Background: an optimization exercise with open tools, aiming at small area and a short achievable clock period. Do not read the settings as production practice.
Function was checked by simulation only, so behaviour that the tests miss may differ from the original.
Power and IR drop assume default switching activity.

`design/flow/config.mk`:
```
export PLATFORM = sky130hd
export DESIGN_NAME = latency_histogram_counters_top
export DESIGN_NICKNAME = latency_histogram_counters_top
export VERILOG_FILES = /design/flow/design.v
export SDC_FILE = /design/flow/constraint.sdc
export NUM_CORES = 4
export LEC_CHECK = 0
export CAP_MARGIN = 20
export CORE_MARGIN = 2
export CORE_UTILIZATION = 45
export CTS_BUF_LIST = sky130_fd_sc_hd__clkbuf_16
export CTS_CLUSTER_DIAMETER = 80
export CTS_CLUSTER_SIZE = 30
export SETUP_SLACK_MARGIN = 3.6
export SLEW_MARGIN = 20
```
`design/flow/constraint.sdc`:
```
create_clock -name core_clock -period 6.0 [get_ports {clk_i}]
set_input_delay 1.2000 -clock core_clock [delete_from_list [all_inputs] [get_ports {clk_i}]]
set_output_delay 1.2000 -clock core_clock [all_outputs]
set_load 0.01 [all_outputs]
```
`design/flow/design.v`:
```
package lhc_pkg;
  localparam int unsigned LIMIT_REGS = 7;
  localparam int unsigned CFG_IDX_W  = 3;
  localparam int unsigned CFG_DATA_W = 16;
  localparam int unsigned DUR_W      = 16;
  localparam int unsigned CNT_W      = 20;
  localparam int unsigned IDX_W      = 4;
  localparam logic [LIMIT_REGS*DUR_W-1:0] LIMIT_RESET = {
    16'd50000, 16'd20000, 16'd10000, 16'd5000,
    16'd2500, 16'd1000, 16'd500
  };
  localparam int unsigned IN_BEAT_W  = 3 + DUR_W;
  localparam int unsigned OUT_BEAT_W = IDX_W + CNT_W + 1;
  localparam int unsigned NUM_RESULTS = 14;
  localparam logic [2:0] CMD_RECORD   = 3'd0;
  localparam logic [2:0] CMD_TIMEOUT  = 3'd1;
  localparam logic [2:0] CMD_USER     = 3'd2;
  localparam logic [2:0] CMD_OVERFLOW = 3'd3;
  localparam logic [2:0] CMD_SNAPSHOT = 3'd4;
endpackage
module lhc_ctrl (
  input  logic       clk_i,
  input  logic       rst_ni,
  input  logic       in_valid_i,
  input  logic [2:0] command_i,
  output logic       in_stall_o,
  output logic       accept_o,
  input  logic       out_stall_i,
  output logic       out_valid_o,
  output logic       load_o,
  output logic [lhc_pkg::IDX_W-1:0] load_idx_o,
  output logic [lhc_pkg::IDX_W-1:0] out_idx_o,
  output logic       out_last_o
);
  localparam logic [lhc_pkg::IDX_W-1:0] LAST_IDX = lhc_pkg::IDX_W'(lhc_pkg::NUM_RESULTS - 1);
  logic dump_q, out_valid_q, last_q;
  logic [lhc_pkg::IDX_W-1:0] idx_q, oidx_q;
  logic snap, load, is_last;
  assign in_stall_o = dump_q;
  assign accept_o   = in_valid_i & ~dump_q;
  assign snap       = accept_o & (command_i == lhc_pkg::CMD_SNAPSHOT);
  assign load       = dump_q & (~out_valid_q | ~out_stall_i);
  assign is_last    = (idx_q == LAST_IDX);
  always_ff @(posedge clk_i or negedge rst_ni) begin
    if (!rst_ni) begin
      dump_q      <= 1'b0;
      out_valid_q <= 1'b0;
      idx_q       <= '0;
    end else begin
      dump_q      <= snap | (dump_q & ~(load & is_last));
      out_valid_q <= load | (out_valid_q & out_stall_i);
      if (load) idx_q <= is_last ? '0 : idx_q + 1'b1;
    end
  end
  always_ff @(posedge clk_i or negedge rst_ni) begin
    if (!rst_ni) begin
      oidx_q <= '0;
      last_q <= 1'b0;
    end else if (load) begin
      oidx_q <= idx_q;
      last_q <= is_last;
    end
  end
  assign load_o      = load;
  assign load_idx_o  = idx_q;
  assign out_valid_o = out_valid_q;
  assign out_idx_o   = oidx_q;
  assign out_last_o  = last_q;
endmodule
module lhc_dp (
  input  logic                  clk_i,
  input  logic                  rst_ni,
  input  logic                  cfg_we_i,
  input  logic [lhc_pkg::CFG_IDX_W-1:0]  cfg_index_i,
  input  logic [lhc_pkg::CFG_DATA_W-1:0] cfg_wdata_i,
  input  logic                  accept_i,
  input  logic [2:0]            command_i,
  input  logic [lhc_pkg::DUR_W-1:0] duration_i,
  input  logic                  load_i,
  input  logic [lhc_pkg::IDX_W-1:0] load_idx_i,
  output logic [lhc_pkg::CNT_W-1:0] out_value_o
);
  localparam int unsigned DUR_W = lhc_pkg::DUR_W;
  localparam int unsigned CNT_W = lhc_pkg::CNT_W;
  localparam int unsigned NLIM  = lhc_pkg::LIMIT_REGS;
  localparam int unsigned TLO_W = CNT_W / 2;
  localparam int unsigned SEG_W = 7;
  localparam int unsigned NSLOW = 11;
  function automatic logic [CNT_W-1:0] cnt_inc(input logic [CNT_W-1:0] q, input logic en);
    logic [CNT_W-1:0] ones;
    ones[0] = 1'b1;
    for (int i = 1; i < CNT_W; i++) ones[i] = ones[i-1] & q[i-1];
    cnt_inc = q ^ ({CNT_W{en}} & ones);
  endfunction
  function automatic logic [SEG_W:0] seg_inc(input logic [SEG_W-1:0] q, input logic cin, input int w);
    logic t;
    seg_inc = '0;
    t = cin;
    for (int i = 0; i < SEG_W; i++) begin
      if (i < w) begin
        seg_inc[i] = q[i] ^ t;
        t = t & q[i];
      end
    end
    seg_inc[SEG_W] = t;
  endfunction
  logic             rec_a, tmo_a, usr_a, ovf_a, cwe_a;
  logic [DUR_W-1:0] dur_a, cdat_a;
  logic [2:0]       cidx_a;
  always_ff @(posedge clk_i or negedge rst_ni) begin
    if (!rst_ni) begin
      rec_a <= 1'b0;
      tmo_a <= 1'b0;
      usr_a <= 1'b0;
      ovf_a <= 1'b0;
      cwe_a <= 1'b0;
    end else begin
      rec_a <= accept_i & (command_i == lhc_pkg::CMD_RECORD);
      tmo_a <= accept_i & (command_i == lhc_pkg::CMD_TIMEOUT);
      usr_a <= accept_i & (command_i == lhc_pkg::CMD_USER);
      ovf_a <= accept_i & (command_i == lhc_pkg::CMD_OVERFLOW);
      cwe_a <= cfg_we_i & (cfg_index_i != 3'd7);
    end
  end
  always_ff @(posedge clk_i) begin
    dur_a  <= duration_i;
    cidx_a <= cfg_index_i;
    cdat_a <= cfg_wdata_i;
  end
  logic [DUR_W-1:0] limit_q [NLIM];
  always_ff @(posedge clk_i or negedge rst_ni) begin
    if (!rst_ni) begin
      for (int i = 0; i < NLIM; i++) begin
        limit_q[i] <= lhc_pkg::LIMIT_RESET[i*DUR_W +: DUR_W];
      end
    end else if (cwe_a) begin
      limit_q[cidx_a] <= cdat_a;
    end
  end
  logic [7:0] hit, hit_b;
  always_comb begin
    logic none;
    none = rec_a;
    for (int i = 0; i < NLIM; i++) begin
      hit[i] = none & (dur_a <= limit_q[i]);
      none   = none & ~(dur_a <= limit_q[i]);
    end
    hit[7] = none;
  end
  always_ff @(posedge clk_i or negedge rst_ni) begin
    if (!rst_ni) hit_b <= '0;
    else         hit_b <= hit;
  end
  logic [CNT_W-1:0] sample_q, timeout_q, user_q, ovfc_q;
  logic [NSLOW-1:0] slow_en;
  logic [CNT_W-1:0] slow_q [NSLOW];
  logic [1:0]       slow_cy_q [NSLOW];
  logic [TLO_W-1:0] tot_lo_q;
  logic [CNT_W-TLO_W-1:0] tot_hi_q;
  logic             tot_cy_q;
  logic [TLO_W:0]   tot_lo_sum;
  logic [DUR_W-1:0] peak_q;
  logic [CNT_W-1:0] bin_q [8];
  assign tot_lo_sum = {1'b0, tot_lo_q} + (rec_a ? (TLO_W+1)'(dur_a[TLO_W-1:0]) : '0);
  always_ff @(posedge clk_i or negedge rst_ni) begin
    if (!rst_ni) begin
      sample_q  <= '0;
      tot_lo_q  <= '0;
      tot_hi_q  <= '0;
      tot_cy_q  <= 1'b0;
      peak_q    <= '0;
      for (int k = 0; k < NSLOW; k++) begin
        slow_q[k]    <= '0;
        slow_cy_q[k] <= '0;
      end
    end else begin
      sample_q  <= cnt_inc(sample_q, rec_a);
      for (int k = 0; k < NSLOW; k++) begin
        logic [SEG_W:0] s0, s1, s2;
        s0 = seg_inc(slow_q[k][6:0], slow_en[k], 7);
        s1 = seg_inc(slow_q[k][13:7], slow_cy_q[k][0], 7);
        s2 = seg_inc({1'b0, slow_q[k][19:14]}, slow_cy_q[k][1], 6);
        slow_q[k]    <= {s2[5:0], s1[6:0], s0[6:0]};
        slow_cy_q[k] <= {s1[SEG_W], s0[SEG_W]};
      end
      {tot_cy_q, tot_lo_q} <= tot_lo_sum;
      tot_hi_q <= tot_hi_q + (rec_a ? (CNT_W-TLO_W)'(dur_a[DUR_W-1:TLO_W]) : '0)
                           + (CNT_W-TLO_W)'(tot_cy_q);
      if (rec_a && (dur_a > peak_q)) peak_q <= dur_a;
    end
  end
  assign slow_en = {ovf_a, usr_a, tmo_a, hit_b};
  always_comb begin
    for (int i = 0; i < 8; i++) bin_q[i] = slow_q[i];
    timeout_q = slow_q[8];
    user_q    = slow_q[9];
    ovfc_q    = slow_q[10];
  end
  logic [CNT_W-1:0] snap_val;
  always_comb begin
    case (load_idx_i)
      4'd0:    snap_val = sample_q;
      4'd1:    snap_val = {tot_hi_q, tot_lo_q};
      4'd2:    snap_val = CNT_W'(peak_q);
      4'd3:    snap_val = bin_q[0];
      4'd4:    snap_val = bin_q[1];
      4'd5:    snap_val = bin_q[2];
      4'd6:    snap_val = bin_q[3];
      4'd7:    snap_val = bin_q[4];
      4'd8:    snap_val = bin_q[5];
      4'd9:    snap_val = bin_q[6];
      4'd10:   snap_val = bin_q[7];
      4'd11:   snap_val = timeout_q;
      4'd12:   snap_val = user_q;
      default: snap_val = ovfc_q;
    endcase
  end
  always_ff @(posedge clk_i or negedge rst_ni) begin
    if (!rst_ni)     out_value_o <= '0;
    else if (load_i) out_value_o <= snap_val;
  end
endmodule
module latency_histogram_counters_top (
  input  logic                  clk_i,
  input  logic                  rst_ni,
  input  logic                  cfg_we_i,
  input  logic [lhc_pkg::CFG_IDX_W-1:0]  cfg_index_i,
  input  logic [lhc_pkg::CFG_DATA_W-1:0] cfg_wdata_i,
  input  logic                  in_valid_i,
  output logic                  in_stall_o,
  input  logic [lhc_pkg::IN_BEAT_W-1:0]  in_beat_i,
  output logic                  out_valid_o,
  input  logic                  out_stall_i,
  output logic [lhc_pkg::OUT_BEAT_W-1:0] out_beat_o
);
  logic accept, load, last;
  logic [lhc_pkg::IDX_W-1:0] load_idx, out_idx;
  logic [lhc_pkg::CNT_W-1:0] out_value;
  lhc_ctrl u_ctrl (
    .clk_i       (clk_i),
    .rst_ni      (rst_ni),
    .in_valid_i  (in_valid_i),
    .command_i   (in_beat_i[18:16]),
    .in_stall_o  (in_stall_o),
    .accept_o    (accept),
    .out_stall_i (out_stall_i),
    .out_valid_o (out_valid_o),
    .load_o      (load),
    .load_idx_o  (load_idx),
    .out_idx_o   (out_idx),
    .out_last_o  (last)
  );
  lhc_dp u_dp (
    .clk_i       (clk_i),
    .rst_ni      (rst_ni),
    .cfg_we_i    (cfg_we_i),
    .cfg_index_i (cfg_index_i),
    .cfg_wdata_i (cfg_wdata_i),
    .accept_i    (accept),
    .command_i   (in_beat_i[18:16]),
    .duration_i  (in_beat_i[15:0]),
    .load_i      (load),
    .load_idx_i  (load_idx),
    .out_value_o (out_value)
  );
  assign out_beat_o = {out_idx, out_value, last};
endmodule
```
`design/flow/flow/run.sh`:
```
#!/bin/bash
# Own flow: the standard layout with two changes.
#  1. Synthesis is the standard synthesis script (synth_recipe_mix.tcl is
#     synth_recipe.tcl plus a wrapper around ORFS's final abc call): the logic
#     cone that feeds the snapshot output value register is mapped with an
#     area-recovering ABC script (abc_area_nf.script), the rest with ORFS's
#     standard ABC script. Flip-flops are mapped before that call, so the
#     registers, their names and cell types are the standard synthesis's.
#  2. Ports are buffered with buf_2 cells instead of the delay buffers that
#     port buffering otherwise picks.
# Each step's full output goes to a log file of its own in this folder.
set -euo pipefail
W=$PWD
bash standard.sh "SYNTH_SCRIPT=$W/flow/synth_recipe_mix.tcl" \
  "MIX_AREA_SCRIPT=$W/flow/abc_area_nf.script" synth > "$W/synth.log" 2>&1
bash standard.sh "BUFFER_PORTS_ARGS=-buffer_cell sky130_fd_sc_hd__buf_2" finish > "$W/layout.log" 2>&1
```
`design/flow/flow/abc_area_nf.script`:
```
&get -n
&st
&dch
&nf -R 1000
&put
```
`design/flow/flow/synth_recipe_mix.tcl`:
```
proc synth {args} { yosys synth -nofsm -noshare {*}$args }
# The final technology mapping (ORFS's synth.tcl calls abc once, after the
# flip-flops are mapped): the cone feeding the snapshot output value register
# is mapped first with an area-recovering ABC script, the rest as standard.
proc abc {args} {
  set i [lsearch -exact $args -script]
  set area_args [lreplace $args [expr {$i + 1}] [expr {$i + 1}] $::env(MIX_AREA_SCRIPT)]
  set stop {}
  foreach t {dfrtp_1 dfrtp_2 dfrtp_4 dfstp_1 dfstp_2 dfstp_4 dfxtp_1 dfxtp_2 dfxtp_4 edfxtp_1} {
    lappend stop "sky130_fd_sc_hd__$t"
  }
  yosys select -set rdd c:*out_value_o* %ci1:+[join $stop ,]\[D\] c:*out_value_o* %d
  yosys select -set rdcone @rdd %ci*:-[join $stop ,]
  yosys select -set rdgates @rdcone t:\$_* %i
  yosys tee -o $::env(REPORTS_DIR)/mix_cone.txt select -count @rdgates
  yosys abc {*}$area_args @rdgates
  yosys abc {*}$args
}
source $::env(SCRIPTS_DIR)/synth.tcl
# left out here: clear keep_hierarchy, flatten, clean up, hide names made inside functions, write 1_2_yosys.v
```
`design/flow/standard.sh`:
```
#!/bin/bash
# synth_recipe.tcl (not shown) runs the flow's synth.tcl, then flattens the netlist and writes it again
# the make line also repeats each setting of config.mk as NAME=value (left out here)
make -C /OpenROAD-flow-scripts/flow DESIGN_CONFIG=/design/flow/config.mk WORK_HOME=/design/flow/orfs CLKGATE_MAP_FILE= SYNTH_SCRIPT=/design/flow/synth_recipe.tcl "${@:-finish}"
```
==> results of run 1 <==
-- repair_timing --
| item | 4_1_cts | 5_1_grt |
|---|---|---|
| buffers inserted | 7 | 23 |
| pin swaps | 1 | 10 |
| endpoints found under the setup margin | 57 | 56 |
| resized for setup | 36 | 45 |
| cloned | 0 | 1 |
-- cell usage in the layout (no fill, tap or decap), types with 5 or more instances in the layout --
cell type and n:
dfrtp_1 411, ha_1 353, nand2_1 144, inv_1 144, o21ai_0 98, buf_2 68
mux2_2 62, a21oi_1 50, a22oi_1 44, buf_4 42, nand3_1 39, dfstp_2 38
nor2_1 33, nand4_1 33, clkbuf_16 31, xnor2_1 23, xor2_1 22, a222oi_1 20
a22o_1 19, dfxtp_1 19, a221oi_1 18, and2_1 16, a21o_1 15, dfxtp_2 15
a211oi_1 13, nor2b_1 13, a221oi_2 12, mux2_4 10, nor3_2 9, a31oi_1 7
nor3_1 6, clkinv_8 6, nand2b_1 5, a221oi_4 5, a21oi_2 5, o21ai_1 5
a211o_1 5, o21a_1 5, dfrtp_2 5
-- per-layer routing --
metal	global-route usage, %	up-vias	wire length, um
li1	-	6906	-
met1	26.3	7142	22800
met2	34.2	190	25300
met3	1.75	64	1400
met4	5.88	0	1270
met5	0	-	0
-- worst paths after layout --
path | from | end | slack (ns) | depth (start not counted)
max | u_dp.out_value_o[17] | out_beat_o[18] | 3.63 | 1
min | u_dp.slow_cy_q[3][1] | u_dp.slow_q[3][14] | 0.47 | 1
max reg2reg | u_dp.rec_a | u_dp.tot_lo_q[9] | 3.64 | 9
min reg2reg | u_dp.slow_cy_q[3][1] | u_dp.slow_q[3][14] | 0.47 | 1
max in group asynchronous | rst_ni | u_dp.slow_q[7][1] | 3.97 | 2
min in group asynchronous | rst_ni | u_dp.slow_q[8][18] | 0.64 | 1
-- flip-flops by register name, indices dropped and copies added, names as in the netlist, 4 cells and up --
| register | count |
|---|---|
| u_dp.out_value_o | 20 |
| u_ctrl.oidx_q | 4 |
| u_dp.limit_q | 112 |
| u_dp.cdat_a | 16 |
| u_dp.tot_lo_q | 10 |
| u_dp.tot_hi_q | 10 |
| u_dp.hit_b | 8 |
| u_dp.sample_q | 20 |
| u_ctrl.idx_q | 4 |
| u_dp.slow_q | 220 |
| u_dp.peak_q | 16 |
| u_dp.slow_cy_q | 22 |
| u_dp.dur_a | 16 |
-- area by class of cell --
cell class / count / area (um2) / area share [%]
Sequential cell: 490 / 12200 / 47.4
Inverter: 149 / 563 / 2.19
Multi-Input combinational cell: 1174 / 10200 / 39.7
Timing Repair Buffer: 118 / 785 / 3.05
Clock inverter: 25 / 375 / 1.46
Tap cell: 672 / 841 / 3.27
Clock buffer: 31 / 776 / 3.02
-- cells by family (layout without fill, tap and decap cells) --
group                    after synthesis  count (layout)
AO/OA/AOI/OAI                        357             357
XOR/XNOR                              45              45
adder cells (fa/ha/maj)              356             356
buffers and inverters                171             323
flip-flops                           490             490
multiplexers                          73              73
AND/OR/NAND/NOR                      342             343
-- power groups by stage --
stage          combinational [W]  sequential, W  clock [W]
4_1_cts                  0.00189        0.00410    0.00249
3_5_place_dp             0.00182        0.00416          0
5_1_grt                  0.00229        0.00416    0.00263
6_report                 0.00203        0.00411    0.00242
2_1_floorplan            0.00121        0.00406          0
3_3_place_gp             0.00177        0.00414          0
-- per-stage QoR --
stage	util, %	setup WS (ns)	total power [W]	area, um2
CTS	50.8	3.58	0.00848	25300
finish	51.5	3.63	0.00855	25700
global placement	48.0	3.15	0.00591	24000
floorplan	-	3.60	0.00527	22700
global route	51.5	3.50	0.00908	25700
detailed placement	48.1	3.15	0.00598	24000
==> flow_summary_export.csv, run 1 <==
group,metric,value,unit
status,status,"complete, no violations",
floorplan,ioPinCount,70,
critical_path,worstSetupPathType,"reg -> out",
grt,grt_pass1_vias,15000,
grt,grt_start_max_net_pins,137,
cells_and_area,antenna_cells,0,
cells_and_area,areaGrowthSynthToFinish,13.6,%
placement,io_buffers,69,
clocking,clockRootBuffer,"clkbuf_16",
timing,fin_crit,2.37,ns
floorplan,dieArea,0.0521,mm2
timing,hold_ws,0.465,ns
synth,seq_area_frac_synth,53.6,%
critical_path,endpoint_kind,"output pin",
critical_path,cpPeakStageDelay,0.42,ns
power_and_ir_drop,pwr-share-clk,28.3,%
critical_path,cpMaxStageDelayCell,"dfrtp_1",
critical_path,required,4.80,ns
power_and_ir_drop,switching_share,33.2,%
clocking,postCtsHoldBufs,0,
synth,ys.flop_type,"dfrtp_1",
timing,tns,0,ns
synth,yosysWarnings,6,
timing,final_hold_viol_count,0,
floorplan,core,0.0499,mm2
grt,grtUsageTotal,19.7,%
cells_and_area,drive_gt1_share,18.8,%
clocking,clk_pin_slew,0.10,ns
floorplan,die_y,228,um
clocking,cts.path.max_buffers,3,
drt,vias_per_cell,5.38,
synth,yosys.area_share.xor_xnor,1.74,%
grt,grt_pass1_wl,81.8,mm
synth,synth_top_family_by_area,"adder cells",
timing,slew_viol_final,0,
drt,wl_per_cell,19.1,um
synth,yosys.area.top_type,"dfrtp_1",
grt,grt_antenna_before_repair,0,
timing,max_freq,423,MHz
critical_path,critical_path_arrival,1.17,ns
clocking,clock_latency,0.62,ns
critical_path,cp_num_buf_inv,1,
power_and_ir_drop,power_frac_seq,48.0,%
floorplan,die_w,228,um
synth,synth_cells,1834,
drt,dr.pass1.iters,5,
clocking,cts_tree,"built",
placement,dp_cells,2571,
grt,overflow,0,
timing,setup_viol,0,
synth,syn-cell-area,0.0226,mm2
cells_and_area,fillCellCount,4374,
power_and_ir_drop,switching_power,0.00284,W
min_path,min_path_type,"reg -> reg",
synth,synth_compound_area_share,10.8,%
power_and_ir_drop,p_leak,13.4,nW
synth,synth_common_cells,"dfrtp_1 (417), ha_1 (353), nand2_1 (148), inv_1 (145), o21ai_0 (102)",
synth,synth_mux_area_share,3.79,%
timing,fin_crit_sh,39.4,%
drt,drt_iter0_drc,977,
synth,synthAdderAreaFrac,19.8,%
synth,synthArstFlopShare,92.9,%
floorplan,core.rowCount,82,
critical_path,cpLargestDelayFamily,"flip-flops",
timing,rsz0062_at_grt,"true",
drt,drcViolationCount,0,
clocking,cts_max_level,1,
timing,max_slew_margin,31.5,%
synth,netlist.area_leader.share,46.1,%
clocking,cts_buffers,30,
drt,wirelength,50.8,mm
timing,final.setup_skew,0.0392,ns
timing,worst_slew_pin_slew,1.02,ns
synth,synth_simple_gate_area_share,7.32,%
power_and_ir_drop,cellPowerDensity,333,mW/mm2
power_and_ir_drop,intPower,0.00572,W
clocking,cts.sinks,490,
floorplan,start_util,45.4,%
synth,synth_most_common_cell,"dfrtp_1",
synth,ys_ff_latch,490,
placement,dp_hpwl,37.0,mm
synth,syn_area_per_cell,12.3,um2
synth,yosysUniqueCellTypes,69,
run,maxCapViolCount,0,
power_and_ir_drop,p_comb_share,23.7,%
critical_path,critPathMaxFanout,2,
drt,drt.antenna.violating_nets,0,
power_and_ir_drop,ir_drop,0.000334,V
cells_and_area,final_nets,2362,
synth,syn-num-nets,2233,
placement,gp_congestion,0.874,
critical_path,crit_chain,"buf_2",
cells_and_area,stdcell_count,2659,
synth,synth-edff-count,0,
synth,synthTopCellsByArea,"dfrtp_1 (46%), ha_1 (20%), dfstp_2 (4.4%), dfxtp_1 (3.1%), mux2_2 (3.1%)",
drt,dr_total_vias,14300,
critical_path,critPathLaunchType,"flip-flop",
==> inputs of run 2 (changes only) <==
--- a/design/flow/config.mk
+++ b/design/flow/config.mk
@@ -8,8 +8,8 @@
 export CAP_MARGIN = 20
 export CORE_MARGIN = 2
-export CORE_UTILIZATION = 45
+export CORE_UTILIZATION = 40
 export CTS_BUF_LIST = sky130_fd_sc_hd__clkbuf_16
 export CTS_CLUSTER_DIAMETER = 80
 export CTS_CLUSTER_SIZE = 30
-export SETUP_SLACK_MARGIN = 3.6
+export SETUP_SLACK_MARGIN = 3.65
 export SLEW_MARGIN = 20
==> run 2 against run 1 <==
  * Clock skew is 0.0075 ns lower
  * Setup slack worse by 0.019 ns
  * Sequential share of layout area is 0.52 points lower
  * Register-to-register slack hardly changed
  * Clock power is 9.1% lower
  * Power is 1.0% lower
  * Hold slack worse by 0.0067 ns
  * Non-clock buffer count is 33 higher
  * Global-route usage is 1.6 points lower
  * Clock-buffer cell count is 4 lower
  * Still clean
  * Area after synthesis stayed put
  * Critical endpoint is now out_beat_o[10]
  * Maximum frequency is 0.81% lower
==> flow_summary_export.csv, run 2 <==
group,metric,value,unit
drt,wirelength,53.1,mm
clocking,cts_tree,"built",
critical_path,worstSetupPathType,"reg -> out",
synth,synthTopCellsByArea,"dfrtp_1 (46%), ha_1 (20%), dfstp_2 (4.4%), dfxtp_1 (3.1%), mux2_2 (3.1%)",
synth,syn-cell-area,0.0226,mm2
critical_path,critPathLaunchType,"flip-flop",
synth,ys_ff_latch,490,
clocking,cts.sinks,490,
floorplan,ioPinCount,70,
critical_path,endpoint_kind,"output pin",
synth,syn_area_per_cell,12.3,um2
clocking,cts.path.max_buffers,3,
synth,syn-num-nets,2233,
power_and_ir_drop,p_leak,13.5,nW
placement,io_buffers,69,
run,maxCapViolCount,0,
cells_and_area,drive_gt1_share,20.4,%
timing,fin_crit_sh,39.8,%
status,status,"complete, no violations",
critical_path,cp_num_buf_inv,1,
floorplan,die_w,242,um
critical_path,critPathMaxFanout,2,
power_and_ir_drop,power.total,0.00847,W
critical_path,cpPeakStageDelay,0.43,ns
synth,yosysWarnings,6,
timing,final.setup_skew,0.0317,ns
synth,synth_common_cells,"dfrtp_1 (417), ha_1 (353), nand2_1 (148), inv_1 (145), o21ai_0 (102)",
placement,gp_congestion,0.823,
cells_and_area,layout_commonest_cell,"dfrtp_1",
placement,dp_cells,2660,
drt,vias_per_cell,5.31,
synth,yosys.area.top_type,"dfrtp_1",
cells_and_area,top_regs,"u_dp.slow_q (220), u_dp.limit_q (112), u_dp.slow_cy_q (22)",
grt,grtUsageTotal,18.1,%
clocking,clock_latency,0.61,ns
cells_and_area,stdcell_count,2768,
synth,yosysUniqueCellTypes,69,
power_and_ir_drop,cellPowerDensity,326,mW/mm2
synth,synth_most_common_cell,"dfrtp_1",
timing,setup_viol,0,
synth,ys.flop_type,"dfrtp_1",
floorplan,die_y,242,um
drt,dr_total_vias,14700,
floorplan,core,0.0562,mm2
drt,drt.antenna.violating_nets,0,
cells_and_area,final_nets,2391,
critical_path,critical_path_arrival,1.19,ns
grt,grt_start_max_net_pins,118,
cells_and_area,largest_reg_flops,220,
grt,grt_antenna_before_repair,0,
cells_and_area,mostFrequentLayoutCells,"dfrtp_1 (410), ha_1 (350), nand2_1 (145)",
critical_path,cpMaxStageDelayCell,"dfrtp_1",
critical_path,required,4.80,ns
clocking,cts_max_level,1,
timing,max_slew_margin,36.1,%
power_and_ir_drop,ir_drop,0.000230,V
synth,seq_area_frac_synth,53.6,%
timing,rsz0062_at_grt,"true",
timing,worst_slack,3.61,ns
synth,synthArstFlopShare,92.9,%
placement,place_worst_setup_slack,3.14,ns
timing,worst_slew_pin_slew,0.959,ns
timing,slew_viol_final,0,
cells_and_area,regMostFlops,"u_dp.slow_q",
synth,synth_cells,1834,
floorplan,core.rowCount,87,
cells_and_area,areaGrowthSynthToFinish,14.9,%
timing,final_hold_viol_count,0,
clocking,cts_buffers,27,
synth,netlist.area_leader.share,46.1,%
floorplan,start_util,40.3,%
grt,overflow,0,
clocking,clockRootBuffer,"clkbuf_16",
timing,tns,0,ns
cells_and_area,fin_util,46.3,%
min_path,min_path_type,"reg -> reg",
drt,drcViolationCount,0,
drt,dr.pass1.iters,7,
critical_path,cpLargestDelayFamily,"flip-flops",
timing,max_freq,419,MHz
critical_path,crit_chain,"buf_2",
placement,dp_hpwl,38.4,mm
cells_and_area,antenna_cells,0,
floorplan,dieArea,0.0585,mm2
drt,drt_iter0_drc,988,
clocking,clk_pin_slew,0.11,ns
drt,wl_per_cell,19.2,um
synth,synth-edff-count,0,
timing,fin_crit,2.39,ns
grt,grt_pass1_vias,15400,
grt,grt_pass1_wl,84.7,mm
==> run 2: cell types whose count changed in the layout (fill, tap and decap cells not counted), moves of 5 or more <==
cell      change
buf_4        +28
buf_6        +11
buf_2        -10
a221oi_1      +6
a221oi_4      -5
clkinv_8      -5
dfxtp_2       -5
==> run 2: worst paths after layout <==
check                      slack (ns)                 end            startpoint  cells after the start
hold / removal                   0.46   u_dp.slow_q[2][7]  u_dp.slow_cy_q[2][0]                      1
setup / recovery                 3.61      out_beat_o[10]   u_dp.out_value_o[9]                      1
min in group asynchronous        0.66  u_dp.slow_q[3][18]                rst_ni                      1
setup reg to reg                 3.65       u_dp.hit_b[7]    u_dp.limit_q[6][9]                      7
max in group asynchronous        3.98   u_dp.slow_q[7][7]                rst_ni                      2
hold reg to reg                  0.46   u_dp.slow_q[2][7]  u_dp.slow_cy_q[2][0]                      1
==> run 2: area by class of cell <==
| type | count | area (um2) |
|---|---|---|
| well taps | 756 | 946 |
| inverters | 149 | 567 |
| clock inverters | 22 | 280 |
| fillers | 5181 | 30200 |
| multi-input cells | 1173 | 10200 |
| flip-flops and latches | 490 | 12200 |
| repair buffers | 151 | 1170 |
| clock buffers | 27 | 676 |
==> run 2: per-stage QoR <==
stage | hold slack [ns] | instance area (um2)
after CTS | 0.462 | 25500
after detailed placement | 0.453 | 24100
after global routing | 0.470 | 26000
after global placement | 0.450 | 24100
after floorplan | 0.437 | 22700
final | 0.459 | 26000
==> run 2: cells by family after synthesis <==
kind of cell / share of synthesized area [%]
AO/OA/AOI/OAI: 10.8
buffers and inverters: 2.92
XOR/XNOR: 1.74
adder cells (fa/ha/maj): 19.8
flip-flops: 53.6
AND/OR/NAND/NOR: 7.32
multiplexers: 3.79
==> run 2: power breakdown <==
part | switching (W) | total, W | internal [W]
clock network | 0.00124 | 0.00220 | 0.000953
logic | 0.00118 | 0.00212 | 0.000941
registers | 0.000390 | 0.00415 | 0.00376
==> run 2: layer usage <==
metal  GRT usage, %  vias up  routed length, um  part of all wire, %
met1           23.9     7462              23700                   45
met4           4.18        0               1200                  2.2
li1               -     6961                  -                    -
met5              0        -                  0                    0
met3           1.96       72               1570                  3.0
met2           32.2      205              26700                   50
==> run 2: worst reg2reg max path: stages (launching register included) <==
cell and delay (ns):
dfstp_2 0.54, inv_1 0.04, ha_1 0.28, nand4_1 0.10
or3_4 0.43, or2_1 0.24, o22ai_1 0.32, nor4bb_1 0.32
==> run 2: what timing repair did <==
item | CTS | global route
gates resized for setup | 52 | 53
pin swaps | 10 | 21
gates cloned | 1 | 1
setup endpoints to repair | 79 | 124
hold buffers | 0 | 0
setup buffers | 24 | 30
==> inputs of run 3 (changes only) <==
--- a/design/flow/config.mk
+++ b/design/flow/config.mk
@@ -12,4 +12,5 @@
 export CTS_CLUSTER_DIAMETER = 80
 export CTS_CLUSTER_SIZE = 30
-export SETUP_SLACK_MARGIN = 3.65
+export PLACE_DENSITY = 0.75
+export SETUP_SLACK_MARGIN = 3.6
 export SLEW_MARGIN = 20
==> run 3 against run 2 <==
  * Critical path depth is 6 higher
  * Final cell count is 2.1% lower
  * First-iteration DRC count is 13% lower
  * Design area is 3.4% lower
  * Utilization is 1.6 points lower
  * Sequential cell count stayed put
  * Critical endpoint is now u_dp.hit_b[1]
==> flow_summary_export.csv, run 3 <==
group,metric,value,unit
drt,drt.antenna.violating_nets,0,
critical_path,critical_path_arrival,2.80,ns
synth,synth_common_cells,"dfrtp_1 (417), ha_1 (353), nand2_1 (148), inv_1 (145), o21ai_0 (102)",
cells_and_area,fillCellCount,5049,
timing,worst_slew_pin_slew,1.03,ns
power_and_ir_drop,pwr-share-clk,21.8,%
synth,syn_area_per_cell,12.3,um2
synth,synth_cells,1834,
critical_path,startpoint,"u_dp.limit_q[1][9]",
grt,grt_antenna_before_repair,0,
critical_path,rr_startpoint,"u_dp.limit_q[1][9]",
power_and_ir_drop,power_frac_seq,52.3,%
critical_path,critPathLaunchType,"flip-flop",
clocking,clk_pin_slew,0.11,ns
floorplan,dieArea,0.0585,mm2
grt,grt_pass1_vias,15500,
synth,yosysWarnings,6,
clocking,cts_max_level,1,
status,status,"complete, no violations",
synth,seq_area_frac_synth,53.6,%
timing,max_freq,420,MHz
synth,synthTopCellsByArea,"dfrtp_1 (46%), ha_1 (20%), dfstp_2 (4.4%), dfxtp_1 (3.1%), mux2_2 (3.1%)",
cells_and_area,areaGrowthSynthToFinish,11.0,%
clocking,cts_buffers,21,
timing,setup_viol,0,
cells_and_area,multi_input_area,0.0101,mm2
timing,fin_crit,2.38,ns
critical_path,worstReg2RegEnd,"u_dp.hit_b[1]",
drt,drcViolationCount,0,
run,maxCapViolCount,0,
cells_and_area,top_regs,"u_dp.slow_q (220), u_dp.limit_q (112), u_dp.slow_cy_q (22)",
cells_and_area,antenna_cells,0,
critical_path,cpPeakStageDelay,0.53,ns
floorplan,start_util,40.3,%
synth,yosys.area.top_type,"dfrtp_1",
drt,wirelength,51.6,mm
cells_and_area,layout_commonest_cell,"dfrtp_1",
drt,drt_iter0_drc,856,
placement,gp_congestion,0.861,
drt,dr.pass1.iters,5,
critical_path,worstSetupPathType,"reg -> reg",
cells_and_area,largest_reg_flops,220,
grt,grt_start_max_net_pins,151,
synth,synthArstFlopShare,92.9,%
drt,vias_per_cell,5.44,
clocking,cts.path.max_buffers,3,
timing,tns,0,ns
synth,syn-cell-area,0.0226,mm2
power_and_ir_drop,ir_drop,0.000253,V
timing,final_hold_viol_count,0,
power_and_ir_drop,intPower,0.00527,W
clocking,clock_latency,0.58,ns
grt,grtUsageTotal,17.6,%
synth,yosysUniqueCellTypes,69,
critical_path,critPathMaxFanout,2,
drt,wl_per_cell,19.1,um
synth,netlist.area_leader.share,46.1,%
clocking,postCtsHoldBufs,0,
grt,overflow,0,
cells_and_area,register_area,0.0122,mm2
timing,rsz0062_at_grt,"true",
cells_and_area,fin_util,44.7,%
timing,slew_viol_final,0,
power_and_ir_drop,p_leak,13.1,nW
cells_and_area,final_nets,2344,
critical_path,required,6.42,ns
synth,synth_most_common_cell,"dfrtp_1",
min_path,min_path_type,"reg -> reg",
power_and_ir_drop,cellPowerDensity,314,mW/mm2
synth,ys_ff_latch,490,
timing,max_slew_margin,31.0,%
floorplan,core,0.0562,mm2
placement,dp_cells,2657,
placement,io_buffers,69,
cells_and_area,mostFrequentLayoutCells,"dfrtp_1 (410), ha_1 (353), inv_1 (149)",
critical_path,crit_chain,"inv_1, ha_1, and3_1, a221o_1, a221oi_2, nor2_1, nor3_1",
placement,dp_hpwl,37.8,mm
clocking,clockRootBuffer,"clkbuf_16",
floorplan,core.rowCount,87,
grt,grt_pass1_wl,82.9,mm
critical_path,cpMaxStageDelayCell,"dfstp_2",
timing,final.setup_skew,0.0279,ns
clocking,cts_tree,"built",
cells_and_area,drive_gt1_share,16.8,%
power_and_ir_drop,p_comb_share,25.9,%
timing,fin_crit_sh,39.7,%
synth,ys.flop_type,"dfrtp_1",
synth,synth-edff-count,0,
floorplan,die_w,242,um
critical_path,endpoint_kind,"flip-flop",
synth,syn-num-nets,2233,
floorplan,ioPinCount,70,
drt,dr_total_vias,14700,
critical_path,worstSetupEndpoint,"u_dp.hit_b[1]",
critical_path,worst-r2r-setup-slack,3.62,ns
cells_and_area,regMostFlops,"u_dp.slow_q",
power_and_ir_drop,switching_power,0.00261,W
critical_path,reg2regPathDepth,7,
clocking,cts.sinks,490,
power_and_ir_drop,switching_share,33.1,%
floorplan,die_y,242,um
cells_and_area,stdcell_count,2710,
==> run 3: worst max-delay path, delay by kind of cell, from the launching register on <==
| family | cells | cell delay, ns |
|---|---|---|
| AO/OA/AOI/OAI | 2 | 0.63 |
| adder cells (fa/ha/maj) | 1 | 0.29 |
| buffers and inverters | 1 | 0.06 |
| flip-flops | 1 | 0.53 |
| AND/OR/NAND/NOR | 3 | 0.73 |
==> run 3: power by group through the flow <==
stage	Sequential (W)	Combinational, W	Clock [W]
floorplan	0.00406	0.00121	0
global placement	0.00419	0.00174	0
detailed placement	0.00421	0.00182	0
CTS	0.00413	0.00194	0.00175
global route	0.00418	0.00228	0.00188
finish	0.00412	0.00204	0.00172
==> run 3: cell families after synthesis <==
logic type / count (synthesis) / share of synthesized area [%]
compound gates: 357 / 10.8
xor+xnor: 45 / 1.74
fa+ha+maj: 356 / 19.8
buf+inv: 171 / 2.92
flops: 490 / 53.6
mux: 73 / 3.79
simple gates: 342 / 7.32
==> run 3: how the worst min path moves through the flow <==
stage | startpoint | end | slack (ns) | depth (start not counted)
2_1_floorplan | u_dp.slow_q[9][19] | u_dp.slow_q[9][19] | 0.44 | 1
3_3_place_gp | u_dp.ovf_a | u_dp.slow_q[10][0] | 0.45 | 1
3_5_place_dp | u_dp.slow_cy_q[5][1] | u_dp.slow_q[5][14] | 0.46 | 1
4_1_cts | u_dp.slow_cy_q[6][0] | u_dp.slow_q[6][7] | 0.48 | 1
5_1_grt | u_dp.slow_q[10][19] | u_dp.slow_q[10][19] | 0.50 | 1
6_report | u_dp.slow_cy_q[6][0] | u_dp.slow_q[6][7] | 0.47 | 1
==> run 3: area by class of cell <==
class	count	area share, %
clock inverters	11	0.344
inverters	149	2.23
repair buffers	108	2.82
flip-flops and latches	490	48.4
clock buffers	21	2.09
well taps	756	3.77
multi-input cells	1175	40.3
==> run 3: repair_timing <==
action / CTS / global route
gates resized for setup: 24 / 46
setup buffers: 10 / 8
cloned: 2 / 0
setup endpoints to repair: 56 / 49
hold endpoints to repair: 0 / 0
pin swaps: 2 / 6
==> run 3: layer usage <==
metal | global-route usage (%) | share of wire [%]
met1 | 22.9 | 43
met2 | 30.6 | 50
met3 | 2.64 | 4.7
met4 | 4.59 | 2.5
met5 | 0 | 0
==> run 3: through the flow <==
step | setup WS (ns) | cell area (um2) | hold WS (ns) | power [W]
global placement | 3.23 | 24100 | 0.448 | 0.00592
detailed placement | 3.18 | 24100 | 0.456 | 0.00603
floorplan | 3.60 | 22700 | 0.437 | 0.00527
finish | 3.62 | 25100 | 0.473 | 0.00788
global route | 3.52 | 25100 | 0.497 | 0.00833
CTS | 3.60 | 24900 | 0.476 | 0.00782
==> inputs of run 4 (changes only) <==
--- a/design/flow/config.mk
+++ b/design/flow/config.mk
@@ -12,5 +12,4 @@
 export CTS_CLUSTER_DIAMETER = 80
 export CTS_CLUSTER_SIZE = 30
-export PLACE_DENSITY = 0.75
 export SETUP_SLACK_MARGIN = 3.6
 export SLEW_MARGIN = 20
==> run 4 against run 3 <==
  * Clock power rose by 27%
  * Design area rose by 2.1%
  * Register-to-register slack improved by 0.03 ns
  * Sequential power barely moved
  * Synthesized cell count did not move
  * Combinational power fell by 3%
  * Utilization rose by 0.94 points
  * Final cell count rose by 0.70%
  * Maximum frequency rose by 0.50%
  * Via count fell by 1.2%
  * Highest routed layer unchanged
==> flow_summary_export.csv, run 4 <==
group,metric,value,unit
critical_path,cp_num_buf_inv,1,
clocking,cts_max_level,1,
placement,post_dp_cell_area,0.0241,mm2
clocking,cts_tree,"built",
synth,seq_area_frac_synth,53.6,%
power_and_ir_drop,p_leak,13.3,nW
critical_path,worst-r2r-setup-slack,3.65,ns
clocking,clock_latency,0.61,ns
clocking,clockRootBuffer,"clkbuf_16",
floorplan,core,0.0562,mm2
critical_path,critical_path_arrival,1.17,ns
synth,syn-num-nets,2233,
drt,dr_total_vias,14600,
cells_and_area,stdcell_count,2729,
cells_and_area,areaGrowthSynthToFinish,13.4,%
critical_path,endpoint_kind,"output pin",
floorplan,dieArea,0.0585,mm2
floorplan,start_util,40.3,%
floorplan,core.rowCount,87,
run,maxCapViolCount,0,
grt,grt_pass1_vias,15000,
timing,worst_slew_pin_slew,1.03,ns
drt,drcViolationCount,0,
grt,grtUsageTotal,17.8,%
synth,yosys.area.top_type,"dfrtp_1",
synth,syn-cell-area,0.0226,mm2
power_and_ir_drop,ir_drop,0.000264,V
synth,netlist.area_leader.share,46.1,%
critical_path,crit_chain,"buf_2",
min_path,hold_start,"u_dp.slow_cy_q[4][0]",
critical_path,worstSetupPathType,"reg -> out",
grt,grt_pass1_wl,82.8,mm
cells_and_area,antenna_cells,0,
grt,grt_start_max_net_pins,120,
critical_path,cpPeakStageDelay,0.42,ns
critical_path,rr_startpoint,"u_dp.limit_q[6][9]",
cells_and_area,fillCellCount,5180,
cells_and_area,regMostFlops,"u_dp.slow_q",
synth,synth_cells,1834,
drt,dr.pass1.iters,7,
drt,wl_per_cell,19.0,um
grt,grt_antenna_before_repair,0,
clocking,cts.path.max_buffers,3,
critical_path,worstReg2RegEnd,"u_dp.hit_b[7]",
synth,synthArstFlopShare,92.9,%
cells_and_area,fin_util,45.7,%
timing,fin_crit_sh,39.5,%
timing,tns,0,ns
placement,io_buffers,69,
min_path,holdPathEnd,"u_dp.slow_q[4][7]",
status,status,"complete, no violations",
timing,rsz0062_at_grt,"true",
synth,synth_most_common_cell,"dfrtp_1",
timing,final.setup_skew,0.0277,ns
timing,final_hold_viol_count,0,
critical_path,reg2regPathDepth,7,
timing,max_slew_margin,30.9,%
critical_path,critPathMaxFanout,2,
critical_path,required,4.80,ns
power_and_ir_drop,cellPowerDensity,324,mW/mm2
floorplan,die_y,242,um
cells_and_area,mostFrequentLayoutCells,"dfrtp_1 (411), ha_1 (352), nand2_1 (145)",
clocking,clk_pin_slew,0.10,ns
critical_path,cpMaxStageDelayCell,"dfrtp_1",
cells_and_area,largest_reg_flops,220,
synth,yosysWarnings,6,
drt,wirelength,51.8,mm
critical_path,critPathLaunchType,"flip-flop",
clocking,cts.sinks,490,
synth,ys_ff_latch,490,
cells_and_area,top_regs,"u_dp.slow_q (220), u_dp.limit_q (112), u_dp.slow_cy_q (22)",
synth,synth-edff-count,0,
timing,setup_viol,0,
placement,dp_hpwl,38.0,mm
placement,place_worst_setup_slack,3.08,ns
synth,syn_area_per_cell,12.3,um2
cells_and_area,final_nets,2352,
drt,drt.antenna.violating_nets,0,
timing,max_freq,422,MHz
floorplan,die_w,242,um
synth,synthTopCellsByArea,"dfrtp_1 (46%), ha_1 (20%), dfstp_2 (4.4%), dfxtp_1 (3.1%), mux2_2 (3.1%)",
clocking,postCtsHoldBufs,0,
timing,worst_slack,3.63,ns
timing,slew_viol_final,0,
cells_and_area,layout_commonest_cell,"dfrtp_1",
drt,drt_iter0_drc,771,
cells_and_area,drive_gt1_share,19.0,%
synth,yosysUniqueCellTypes,69,
critical_path,cpLargestDelayFamily,"flip-flops",
grt,overflow,0,
placement,dp_cells,2657,
floorplan,ioPinCount,70,
synth,synth_common_cells,"dfrtp_1 (417), ha_1 (353), nand2_1 (148), inv_1 (145), o21ai_0 (102)",
min_path,whs_path_depth,1,
min_path,min_path_type,"reg -> reg",
clocking,cts_buffers,27,
cells_and_area,design_area,0.0256,mm2
placement,gp_congestion,0.827,
drt,vias_per_cell,5.33,
synth,ys.flop_type,"dfrtp_1",
timing,fin_crit,2.37,ns
==> run 4: cell counts after synthesis <==
No cell type changed its count.
==> run 4: cell families (layout without fill, tap and decap cells) <==
kind of cell    count (synthesis)  after routing  synth area share [%]
compound gates                357            357                  10.8
xor+xnor                       45             45                  1.74
fa+ha+maj                     356            356                  19.8
buf+inv                       171            309                  2.92
flops                         490            490                  53.6
mux                            73             73                  3.79
simple gates                  342            343                  7.32
==> run 4: area by class of cell <==
cell class	count	area (um2)	share of cell area, %
sequential	490	12200	47.5
multi-input combinational	1174	10200	39.8
clock inverter	22	283	1.10
tap	756	946	3.69
inverter	149	567	2.21
timing repair buffer	111	787	3.07
clock buffer	27	676	2.63
==> run 4: routing by layer <==
metal	vias up	GRT usage, %	share of wire, %
met5	-	0	0
met3	64	2.14	3.5
met1	7364	23.5	44
met4	0	4.63	2.7
met2	239	31.0	50
li1	6892	-	-
==> run 4: where the power goes <==
part / leakage (nW) / switching [W] / internal [W]
Combinational: 6.56 / 0.00115 / 0.000833
Clock: 0.465 / 0.00121 / 0.000978
Sequential: 6.29 / 0.000382 / 0.00376
Total: 13.3 / 0.00273 / 0.00557
==> run 4: what timing repair did <==
item | CTS | global route
gates cloned | 1 | 1
setup endpoints to repair | 57 | 81
resized for setup | 51 | 46
buffers inserted | 13 | 7
pin swaps | 3 | 10
==> run 4: stage by stage <==
stage / hold WS [ns] / power [W]
after floorplan: 0.437 / 0.00527
after global placement: 0.446 / 0.00593
after detailed placement: 0.455 / 0.00601
after CTS: 0.480 / 0.00832
after global routing: 0.495 / 0.00880
final: 0.472 / 0.00830
==> run 4: worst max-delay path by stage <==
| stage | start | end | slack, ns | depth (start not counted) |
|---|---|---|---|---|
| 2_1_floorplan | u_dp.rec_a | u_dp.tot_hi_q[8] | 3.60 | 12 |
| 3_3_place_gp | out_stall_i | u_ctrl.dump_q | 3.09 | 7 |
| 3_5_place_dp | out_stall_i | u_ctrl.dump_q | 3.08 | 7 |
| 4_1_cts | u_dp.out_value_o[6] | out_beat_o[7] | 3.57 | 1 |
| 5_1_grt | u_dp.out_value_o[17] | out_beat_o[18] | 3.57 | 1 |
| 6_report | u_dp.out_value_o[6] | out_beat_o[7] | 3.63 | 1 |
==> inputs of run 5 (changes only) <==
--- a/design/flow/config.mk
+++ b/design/flow/config.mk
@@ -11,5 +11,6 @@
 export CTS_BUF_LIST = sky130_fd_sc_hd__clkbuf_16
 export CTS_CLUSTER_DIAMETER = 80
-export CTS_CLUSTER_SIZE = 30
+export CTS_CLUSTER_SIZE = 25
+export PLACE_DENSITY = 0.8
 export SETUP_SLACK_MARGIN = 3.6
 export SLEW_MARGIN = 20
==> run 5 against run 4 <==
  * Still clean on timing, DRC and antenna
  * Sequential power barely moved
  * Final cell count decreased by 0.29%
  * Clock skew decreased by 0.00063 ns
  * Combinational power about the same
  * Clock-buffer cell count is 2 lower
  * Power shrank 3.8%
  * Clock power down 14%
  * Hold slack improved by 0.0032 ns
  * Critical endpoint is now u_dp.tot_cy_q
==> flow_summary_export.csv, run 5 <==
group,metric,value,unit
power_and_ir_drop,p_leak,13.2,nW
timing,fin_crit,2.40,ns
drt,vias_per_cell,5.47,
floorplan,core.rowCount,87,
drt,dr.pass1.iters,8,
critical_path,rr_startpoint,"u_dp.dur_a[2]",
min_path,whs_path_depth,1,
synth,synth_most_common_cell,"dfrtp_1",
critical_path,cpMaxStageDelayCell,"dfxtp_1",
status,status,"complete, no violations",
cells_and_area,drive_gt1_share,17.3,%
floorplan,die_w,242,um
placement,gp_congestion,0.881,
placement,place_worst_setup_slack,3.13,ns
clocking,cts_max_level,1,
timing,slew_viol_final,0,
floorplan,core,0.0562,mm2
floorplan,ioPinCount,70,
clocking,clock_latency,0.60,ns
critical_path,critical_path_arrival,2.89,ns
clocking,cts_tree,"built",
synth,ys.flop_type,"dfrtp_1",
timing,max_freq,416,MHz
grt,grt_antenna_before_repair,1,
cells_and_area,layout_commonest_cell,"dfrtp_1",
synth,yosysWarnings,6,
synth,ys_ff_latch,490,
critical_path,path_depth,8,
grt,grt_start_max_net_pins,146,
timing,worst_slew_pin_slew,1.01,ns
synth,syn-cell-area,0.0226,mm2
synth,yosysUniqueCellTypes,69,
critical_path,cpPeakStageDelay,0.62,ns
floorplan,die_y,242,um
synth,synth_cells,1834,
grt,grt_pass1_wl,82.9,mm
power_and_ir_drop,ir_drop,0.000224,V
drt,drcViolationCount,0,
cells_and_area,mostFrequentLayoutCells,"dfrtp_1 (409), ha_1 (351), inv_1 (150)",
critical_path,critPathLaunchType,"flip-flop",
critical_path,worstSetupPathType,"reg -> reg",
cells_and_area,regMostFlops,"u_dp.slow_q",
grt,overflow,0,
critical_path,reg2regPathDepth,8,
clocking,cts_buffers,25,
placement,io_buffers,69,
min_path,min_path_type,"reg -> reg",
power_and_ir_drop,cellPowerDensity,317,mW/mm2
timing,tns,0,ns
power_and_ir_drop,power.total,0.00799,W
grt,grt_pass1_vias,15900,
placement,dp_hpwl,37.8,mm
timing,hold_ws,0.475,ns
timing,fin_crit_sh,40.0,%
min_path,hold_start,"u_dp.slow_q[4][19]",
clocking,clockRootBuffer,"clkbuf_16",
critical_path,worstReg2RegEnd,"u_dp.tot_cy_q",
timing,final.setup_skew,0.0270,ns
synth,netlist.area_leader.share,46.1,%
critical_path,crit_chain,"and2_1, ha_1, nor2b_1, o21ai_1, a21boi_1, o21ai_0, a21oi_2, a31o_2",
floorplan,dieArea,0.0585,mm2
critical_path,critPathMaxFanout,10,
drt,drt_iter0_drc,1187,
run,maxCapViolCount,0,
min_path,holdPathEnd,"u_dp.slow_q[4][19]",
cells_and_area,final_nets,2352,
drt,drt.antenna.violating_nets,0,
critical_path,endpoint_kind,"flip-flop",
synth,syn-num-nets,2233,
floorplan,start_util,40.3,%
critical_path,cp_num_buf_inv,0,
timing,setup_viol,0,
critical_path,cpLargestDelayFamily,"compound AO/OA/AOI/OAI gates",
timing,worst_slack,3.60,ns
cells_and_area,fin_util,45.0,%
timing,max_slew_margin,32.5,%
clocking,postCtsHoldBufs,0,
drt,wirelength,51.4,mm
grt,grtUsageTotal,17.5,%
drt,wl_per_cell,18.9,um
synth,yosys.area.top_type,"dfrtp_1",
critical_path,worst-r2r-setup-slack,3.60,ns
drt,dr_total_vias,14900,
cells_and_area,areaGrowthSynthToFinish,11.6,%
clocking,clk_pin_slew,0.10,ns
synth,synthArstFlopShare,92.9,%
synth,seq_area_frac_synth,53.6,%
synth,synth-edff-count,0,
critical_path,required,6.49,ns
timing,final_hold_viol_count,0,
timing,rsz0062_at_grt,"true",
synth,synth_common_cells,"dfrtp_1 (417), ha_1 (353), nand2_1 (148), inv_1 (145), o21ai_0 (102)",
cells_and_area,top_regs,"u_dp.slow_q (220), u_dp.limit_q (112), u_dp.slow_cy_q (22)",
clocking,cts.sinks,490,
cells_and_area,antenna_cells,0,
cells_and_area,largest_reg_flops,220,
clocking,cts.path.max_buffers,3,
synth,syn_area_per_cell,12.3,um2
synth,synthTopCellsByArea,"dfrtp_1 (46%), ha_1 (20%), dfstp_2 (4.4%), dfxtp_1 (3.1%), mux2_2 (3.1%)",
run 5: cell counts after synthesis:
Identical to the previous run, type by type.
run 5: per-stage QoR:
stage,instance area [um2],std cells
6_report,25300,2721
5_1_grt,25300,2721
4_1_cts,25000,2705
3_5_place_dp,24100,2657
3_3_place_gp,24100,2656
2_1_floorplan,22700,1834
run 5: how the worst max path moves through the flow:
stage	end	slack, ns	startpoint
2_1_floorplan	u_dp.tot_hi_q[8]	3.60	u_dp.rec_a
3_3_place_gp	u_ctrl.dump_q	3.18	out_stall_i
3_5_place_dp	u_ctrl.dump_q	3.13	out_stall_i
4_1_cts	u_dp.out_value_o[5]	3.60	u_ctrl.idx_q[3]
5_1_grt	u_dp.tot_cy_q	3.50	u_dp.dur_a[2]
6_report	u_dp.tot_cy_q	3.60	u_dp.dur_a[2]
run 5: final cells by class:
class                      instances  area, um2
clock inverter                    14        104
fill                            5016      30900
clock buffer                      25        626
inverter                         149        563
multi-input combinational       1173      10100
tap                              756        946
timing repair buffer             114        779
sequential                       490      12200
run 5: logic make-up (layout without fill, tap and decap cells):
kind of cell	after synthesis	count (layout)	synth area share [%]
flops	490	490	53.6
compound gates	357	357	10.8
fa+ha+maj	356	356	19.8
simple gates	342	342	7.32
buf+inv	171	302	2.92
mux	73	73	3.79
xor+xnor	45	45	1.74
run 5: power breakdown:
group	internal (W)	total (W)	switching, W
Combinational	0.000826	0.00199	0.00116
Clock	0.000782	0.00187	0.00108
Sequential	0.00376	0.00414	0.000381
Total	0.00537	0.00799	0.00263
run 5: per-layer routing:
metal,vias up,track usage (%),share of wire (%)
met4,0,6.83,4.4
met1,7479,21.5,40
li1,6866,-,-
met2,394,30.9,51
met5,-,0,0
met3,133,2.73,4.5
run 5: what timing repair did:
action / CTS / global route
setup endpoints to repair: 51 / 48
hold endpoints to repair: 0 / 0
resized for setup: 27 / 43
pin swaps: 4 / 13
cloned: 1 / 0
buffers inserted: 8 / 15
==> inputs of run 6 (changes only) <==
--- a/design/flow/config.mk
+++ b/design/flow/config.mk
@@ -10,7 +10,6 @@
 export CORE_UTILIZATION = 40
 export CTS_BUF_LIST = sky130_fd_sc_hd__clkbuf_16
-export CTS_CLUSTER_DIAMETER = 80
-export CTS_CLUSTER_SIZE = 25
-export PLACE_DENSITY = 0.8
+export CTS_CLUSTER_DIAMETER = 100
+export CTS_CLUSTER_SIZE = 30
 export SETUP_SLACK_MARGIN = 3.6
 export SLEW_MARGIN = 20
==> run 6 against run 5 <==
  * Clock power shrank 8%
  * Register-to-register slack gained 0.05 ns
  * Critical endpoint is now u_dp.tot_lo_q[9]
  * Highest routed layer unchanged
  * Sequential share of layout area is essentially flat
  * Global-route usage grew 0.21 points
  * Largest cell class unchanged
  * Sequential cell count is the same
  * Largest power group unchanged
  * Hold slack gained 0.00077 ns
  * Setup slack gained 0.053 ns
==> flow_summary_export.csv, run 6 <==
group,metric,value,unit
floorplan,die_y,242,um
cells_and_area,fin_util,45.0,%
clocking,cts.sinks,490,
timing,worst_slew_pin_slew,1.04,ns
critical_path,required,6.47,ns
grt,grt_pass1_vias,14900,
grt,grt_pass1_wl,82.5,mm
min_path,whs_path_depth,1,
power_and_ir_drop,p_comb_share,25.5,%
floorplan,ioPinCount,70,
drt,drt.antenna.violating_nets,0,
critical_path,critPathMaxFanout,12,
placement,io_buffers,69,
clocking,clk_pin_slew,0.11,ns
cells_and_area,fillCellCount,5225,
grt,grt_antenna_before_repair,0,
synth,ys.flop_type,"dfrtp_1",
floorplan,die_w,242,um
cells_and_area,drive_gt1_share,17.9,%
synth,yosysUniqueCellTypes,69,
timing,setup_viol,0,
power_and_ir_drop,switching_power,0.00258,W
floorplan,start_util,40.3,%
run,maxCapViolCount,0,
floorplan,core.rowCount,87,
power_and_ir_drop,cellPowerDensity,310,mW/mm2
cells_and_area,final_nets,2345,
synth,synthArstFlopShare,92.9,%
power_and_ir_drop,ir_drop,0.000265,V
timing,max_slew_margin,30.6,%
cells_and_area,antenna_cells,0,
clocking,cts_max_level,1,
cells_and_area,layout_commonest_cell,"dfrtp_1",
grt,overflow,0,
timing,final_hold_viol_count,0,
drt,wirelength,51.8,mm
placement,gp_congestion,0.827,
timing,fin_crit_sh,39.2,%
power_and_ir_drop,power_frac_seq,52.6,%
timing,slew_viol_final,0,
synth,synth-edff-count,0,
synth,seq_area_frac_synth,53.6,%
synth,ys_ff_latch,490,
cells_and_area,largest_reg_flops,220,
floorplan,core,0.0562,mm2
critical_path,cpPeakStageDelay,0.44,ns
drt,dr.pass1.iters,7,
synth,yosysWarnings,6,
synth,synth_common_cells,"dfrtp_1 (417), ha_1 (353), nand2_1 (148), inv_1 (145), o21ai_0 (102)",
synth,synth_cells,1834,
placement,dp_hpwl,38.0,mm
timing,tns,0,ns
critical_path,critical_path_arrival,2.82,ns
cells_and_area,mostFrequentLayoutCells,"dfrtp_1 (411), ha_1 (351), inv_1 (147)",
clocking,cts_tree,"built",
synth,synth_most_common_cell,"dfrtp_1",
clocking,cts_buffers,21,
power_and_ir_drop,switching_share,32.9,%
synth,syn-cell-area,0.0226,mm2
grt,grt_start_max_net_pins,120,
synth,yosys.area.top_type,"dfrtp_1",
timing,hold_ws,0.476,ns
clocking,clock_latency,0.57,ns
critical_path,path_depth,10,
status,status,"complete, no violations",
drt,drcViolationCount,0,
cells_and_area,regMostFlops,"u_dp.slow_q",
synth,netlist.area_leader.share,46.1,%
timing,max_freq,426,MHz
critical_path,cp_num_buf_inv,2,
power_and_ir_drop,p_leak,13.1,nW
power_and_ir_drop,intPower,0.00526,W
critical_path,cp_common_cell,"a21o_1",
drt,vias_per_cell,5.31,
drt,drt_iter0_drc,800,
min_path,min_path_type,"reg -> reg",
critical_path,reg2regPathDepth,10,
critical_path,cpMaxStageDelayCell,"dfrtp_2",
synth,syn-num-nets,2233,
drt,dr_total_vias,14400,
critical_path,cpLargestDelayFamily,"compound AO/OA/AOI/OAI gates",
cells_and_area,top_regs,"u_dp.slow_q (220), u_dp.limit_q (112), u_dp.slow_cy_q (22)",
cells_and_area,areaGrowthSynthToFinish,11.7,%
clocking,cts.path.max_buffers,3,
critical_path,worstSetupPathType,"reg -> reg",
critical_path,critPathLaunchType,"flip-flop",
clocking,postCtsHoldBufs,0,
drt,wl_per_cell,19.1,um
critical_path,crit_chain,"buf_12, nand2_1, inv_1, ha_1, a21o_1, a21oi_2, o21ai_1, or4_4, a21o_1, o311ai_1",
timing,fin_crit,2.35,ns
clocking,clockRootBuffer,"clkbuf_16",
synth,syn_area_per_cell,12.3,um2
timing,rsz0062_at_grt,"true",
floorplan,dieArea,0.0585,mm2
grt,grtUsageTotal,17.7,%
power_and_ir_drop,pwr-share-clk,22.0,%
synth,synthTopCellsByArea,"dfrtp_1 (46%), ha_1 (20%), dfstp_2 (4.4%), dfxtp_1 (3.1%), mux2_2 (3.1%)",
timing,final.setup_skew,0.0194,ns
critical_path,endpoint_kind,"flip-flop",
[run 6: cell types whose count changed in the layout (fill, tap and decap cells not counted), moves of 4 or more]
cell,delta
a211oi_1,-4
buf_4,-6
a22oi_1,-11
a211oi_2,+4
a22oi_2,+11
[run 6: through the flow]
stage	total power [W]	instances	cell area, um2	setup slack (ns)
detailed placement	0.00601	2657	24100	3.08
global route	0.00832	2710	25300	3.51
CTS	0.00783	2701	25000	3.57
finish	0.00785	2710	25300	3.65
floorplan	0.00527	1834	22700	3.60
global placement	0.00593	2656	24100	3.09
[run 6: logic make-up after synthesis]
kind of cell | count (synthesis) | share of synthesized area [%]
muxes | 73 | 3.79
DFF | 490 | 53.6
and+or+nand+nor | 342 | 7.32
buffers and inverters | 171 | 2.92
adders and majority gates | 356 | 19.8
AOI/OAI and AO/OA | 357 | 10.8
xor gates and xnor gates | 45 | 1.74
[run 6: area by class of cell]
cell class,count,area (um2),share of cell area (%)
Tap cell,756,946,3.74
Timing Repair Buffer,110,773,3.06
Inverter,149,567,2.24
Multi-Input combinational cell,1174,10200,40.4
Clock inverter,10,85.1,0.337
Clock buffer,21,526,2.08
Sequential cell,490,12200,48.2
[run 6: worst paths after layout]
path	start	slack, ns	endpoint
worst max-delay path	u_dp.rec_a	3.65	u_dp.tot_lo_q[9]
worst min-delay path	u_dp.slow_cy_q[4][0]	0.48	u_dp.slow_q[4][7]
worst max register to register	u_dp.rec_a	3.65	u_dp.tot_lo_q[9]
worst min register to register	u_dp.slow_cy_q[4][0]	0.48	u_dp.slow_q[4][7]
max in group asynchronous	rst_ni	4.10	u_dp.rec_a
min in group asynchronous	rst_ni	0.66	u_dp.slow_q[8][19]
[run 6: worst reg2reg max path, cell delays in order, from the launching register on]
cell and delay [ns]:
dfrtp_2 0.44, buf_12 0.15, nand2_1 0.13, inv_1 0.06, ha_1 0.29, a21o_1 0.19
a21oi_2 0.17, o21ai_1 0.12, or4_4 0.44, a21o_1 0.19, o311ai_1 0.09
[run 6: timing repair]
action,4_1_cts,5_1_grt
pin swaps,3,18
gates resized for setup,50,43
cloned,1,1
buffers inserted,12,7
setup endpoints to repair,54,87
[run 6: power by group through the flow]
stage          clock (W)  sequential [W]  combinational (W)
2_1_floorplan          0         0.00406            0.00121
3_3_place_gp           0         0.00419            0.00174
3_5_place_dp           0         0.00420            0.00180
4_1_cts          0.00179         0.00413            0.00192
5_1_grt          0.00190         0.00418            0.00224
6_report         0.00172         0.00412            0.00200
[run 6: metal layers]
layer,wire [um],GRT usage [%],vias to the layer above
met5,0,0,-
met4,1300,4.32,0
met3,1950,2.59,61
met2,25900,30.8,219
met1,22700,23.2,7254
li1,-,-,6845
==> inputs of run 7 (changes only) <==
--- a/design/flow/config.mk
+++ b/design/flow/config.mk
@@ -12,4 +12,5 @@
 export CTS_CLUSTER_DIAMETER = 100
 export CTS_CLUSTER_SIZE = 30
+export PLACE_DENSITY = 0.7
 export SETUP_SLACK_MARGIN = 3.6
 export SLEW_MARGIN = 20
==> run 7 against run 6 <==
  * First-iteration DRC count grew 6.1%
  * Via count is 1.6% higher
  * Register-to-register slack gained 0.03 ns
  * Clock power about the same
  * Sequential cell count stayed put
  * Sequential share of layout area grew 0.14 points
  * Design area shrank 0.28%
==> flow_summary_export.csv, run 7 <==
group,metric,value,unit
clocking,cts.sinks,490,
floorplan,die_y,242,um
timing,hold_ws,0.475,ns
drt,drt_iter0_drc,849,
cells_and_area,regMostFlops,"u_dp.slow_q",
synth,syn_area_per_cell,12.3,um2
drt,wirelength,51.4,mm
cells_and_area,largest_reg_flops,220,
placement,io_buffers,69,
clocking,clockRootBuffer,"clkbuf_16",
cells_and_area,mostFrequentLayoutCells,"dfrtp_1 (409), ha_1 (353), inv_1 (155)",
cells_and_area,design_area,0.0252,mm2
timing,final.setup_skew,0.0194,ns
timing,worst_slack,3.66,ns
synth,synthArstFlopShare,92.9,%
grt,overflow,0,
timing,worst_slew_pin_slew,0.960,ns
critical_path,endpoint_kind,"output pin",
cells_and_area,layout_commonest_cell,"dfrtp_1",
cells_and_area,areaGrowthSynthToFinish,11.4,%
critical_path,critPathLaunchType,"flip-flop",
floorplan,core,0.0562,mm2
floorplan,ioPinCount,70,
grt,grtUsageTotal,17.6,%
timing,slew_viol_final,0,
synth,netlist.area_leader.share,46.1,%
timing,tns,0,ns
synth,yosysWarnings,6,
clocking,clk_pin_slew,0.11,ns
critical_path,cpMaxStageDelayCell,"dfrtp_1",
synth,synthTopCellsByArea,"dfrtp_1 (46%), ha_1 (20%), dfstp_2 (4.4%), dfxtp_1 (3.1%), mux2_2 (3.1%)",
placement,dp_cells,2657,
floorplan,start_util,40.3,%
critical_path,crit_chain,"buf_2",
clocking,clock_latency,0.57,ns
synth,synth_cells,1834,
critical_path,required,4.80,ns
timing,setup_viol,0,
drt,drt.antenna.violating_nets,0,
drt,drcViolationCount,0,
timing,rsz0062_at_grt,"true",
power_and_ir_drop,cellPowerDensity,309,mW/mm2
cells_and_area,stdcell_count,2718,
timing,final_hold_viol_count,0,
synth,ys_ff_latch,490,
clocking,postCtsHoldBufs,0,
cells_and_area,top_regs,"u_dp.slow_q (220), u_dp.limit_q (112), u_dp.slow_cy_q (22)",
min_path,min_path_type,"reg -> reg",
timing,max_slew_margin,35.7,%
synth,synth-edff-count,0,
cells_and_area,register_area,0.0122,mm2
grt,grt_start_max_net_pins,135,
clocking,cts_buffers,20,
synth,ys.flop_type,"dfrtp_1",
grt,grt_pass1_wl,83.0,mm
clocking,cts_max_level,1,
placement,post_dp_cell_area,0.0241,mm2
clocking,cts.path.max_buffers,3,
critical_path,worstSetupPathType,"reg -> out",
status,status,"complete, no violations",
run,maxCapViolCount,0,
critical_path,cp_num_buf_inv,1,
synth,seq_area_frac_synth,53.6,%
timing,max_freq,427,MHz
floorplan,core.rowCount,87,
grt,grt_antenna_before_repair,5,
synth,syn-cell-area,0.0226,mm2
synth,yosys.area.top_type,"dfrtp_1",
timing,fin_crit,2.34,ns
cells_and_area,antenna_cells,0,
grt,grt_pass1_vias,15300,
-- run 7: cell counts after synthesis --
No cell type changed its count.
-- run 7: through the flow --
step	util, %	total power (W)
floorplan	-	0.00527
global placement	42.9	0.00590
detailed placement	42.9	0.00600
CTS	44.4	0.00777
global route	44.9	0.00825
finish	44.9	0.00779
-- run 7: what timing repair did --
item / 4_1_cts / 5_1_grt
endpoints found under the setup margin: 53 / 47
buffers inserted: 11 / 10
resized for setup: 37 / 41
pin swaps: 5 / 6
cloned: 2 / 0
-- run 7: area by class of cell --
type / count / area share (%)
Sequential cell: 490 / 48.3
Multi-Input combinational cell: 1174 / 40.2
Tap cell: 756 / 3.75
Timing Repair Buffer: 113 / 3.11
Inverter: 149 / 2.25
Clock buffer: 20 / 1.99
Clock inverter: 16 / 0.432
-- run 7: per-layer routing --
layer  vias to the layer above  track usage, %  routed length (um)
li1                       6860               -                   -
met1                      7366            22.6               22300
met2                       276            31.1               25600
met3                       100            2.19                1840
met4                         2            5.25                1640
met5                         -               0                   8
-- run 7: cell families (layout without fill, tap and decap cells) --
| group | count (synthesis) | after routing | synth area share (%) |
|---|---|---|---|
| AND/OR/NAND/NOR | 342 | 343 | 7.32 |
| flip-flops | 490 | 490 | 53.6 |
| buffers and inverters | 171 | 298 | 2.92 |
| multiplexers | 73 | 73 | 3.79 |
| AO/OA/AOI/OAI | 357 | 357 | 10.8 |
| adder cells (fa/ha/maj) | 356 | 356 | 19.8 |
| XOR/XNOR | 45 | 45 | 1.74 |
-- run 7: path summary, 6_finish.rpt --
path	startpoint	to	slack [ns]	depth (start not counted)
worst max-delay path	u_dp.out_value_o[9]	out_beat_o[10]	3.66	1
worst min-delay path	u_dp.slow_q[10][19]	u_dp.slow_q[10][19]	0.47	1
worst max register to register	u_dp.rec_a	u_dp.tot_lo_q[4]	3.68	14
worst min register to register	u_dp.slow_q[10][19]	u_dp.slow_q[10][19]	0.47	1
max in group asynchronous	rst_ni	u_ctrl.idx_q[2]	4.01	2
min in group asynchronous	rst_ni	u_dp.slow_q[4][19]	0.66	1
-- run 7: power by group --
part           internal, W  switching (W)  leakage, nW  total, W
clock network     0.000672        0.00103        0.340   0.00170
logic             0.000811        0.00115         6.56   0.00196
registers          0.00376       0.000373         6.28   0.00413

Check on run 7: ideal ports give 3.658 ns setup slack; a clkbuf_16 on the clock port and buf_2 on the inputs give 3.605 ns; moving port delays by the midpoint clock arrival (0.614 ns) as well gives 3.261 ns.
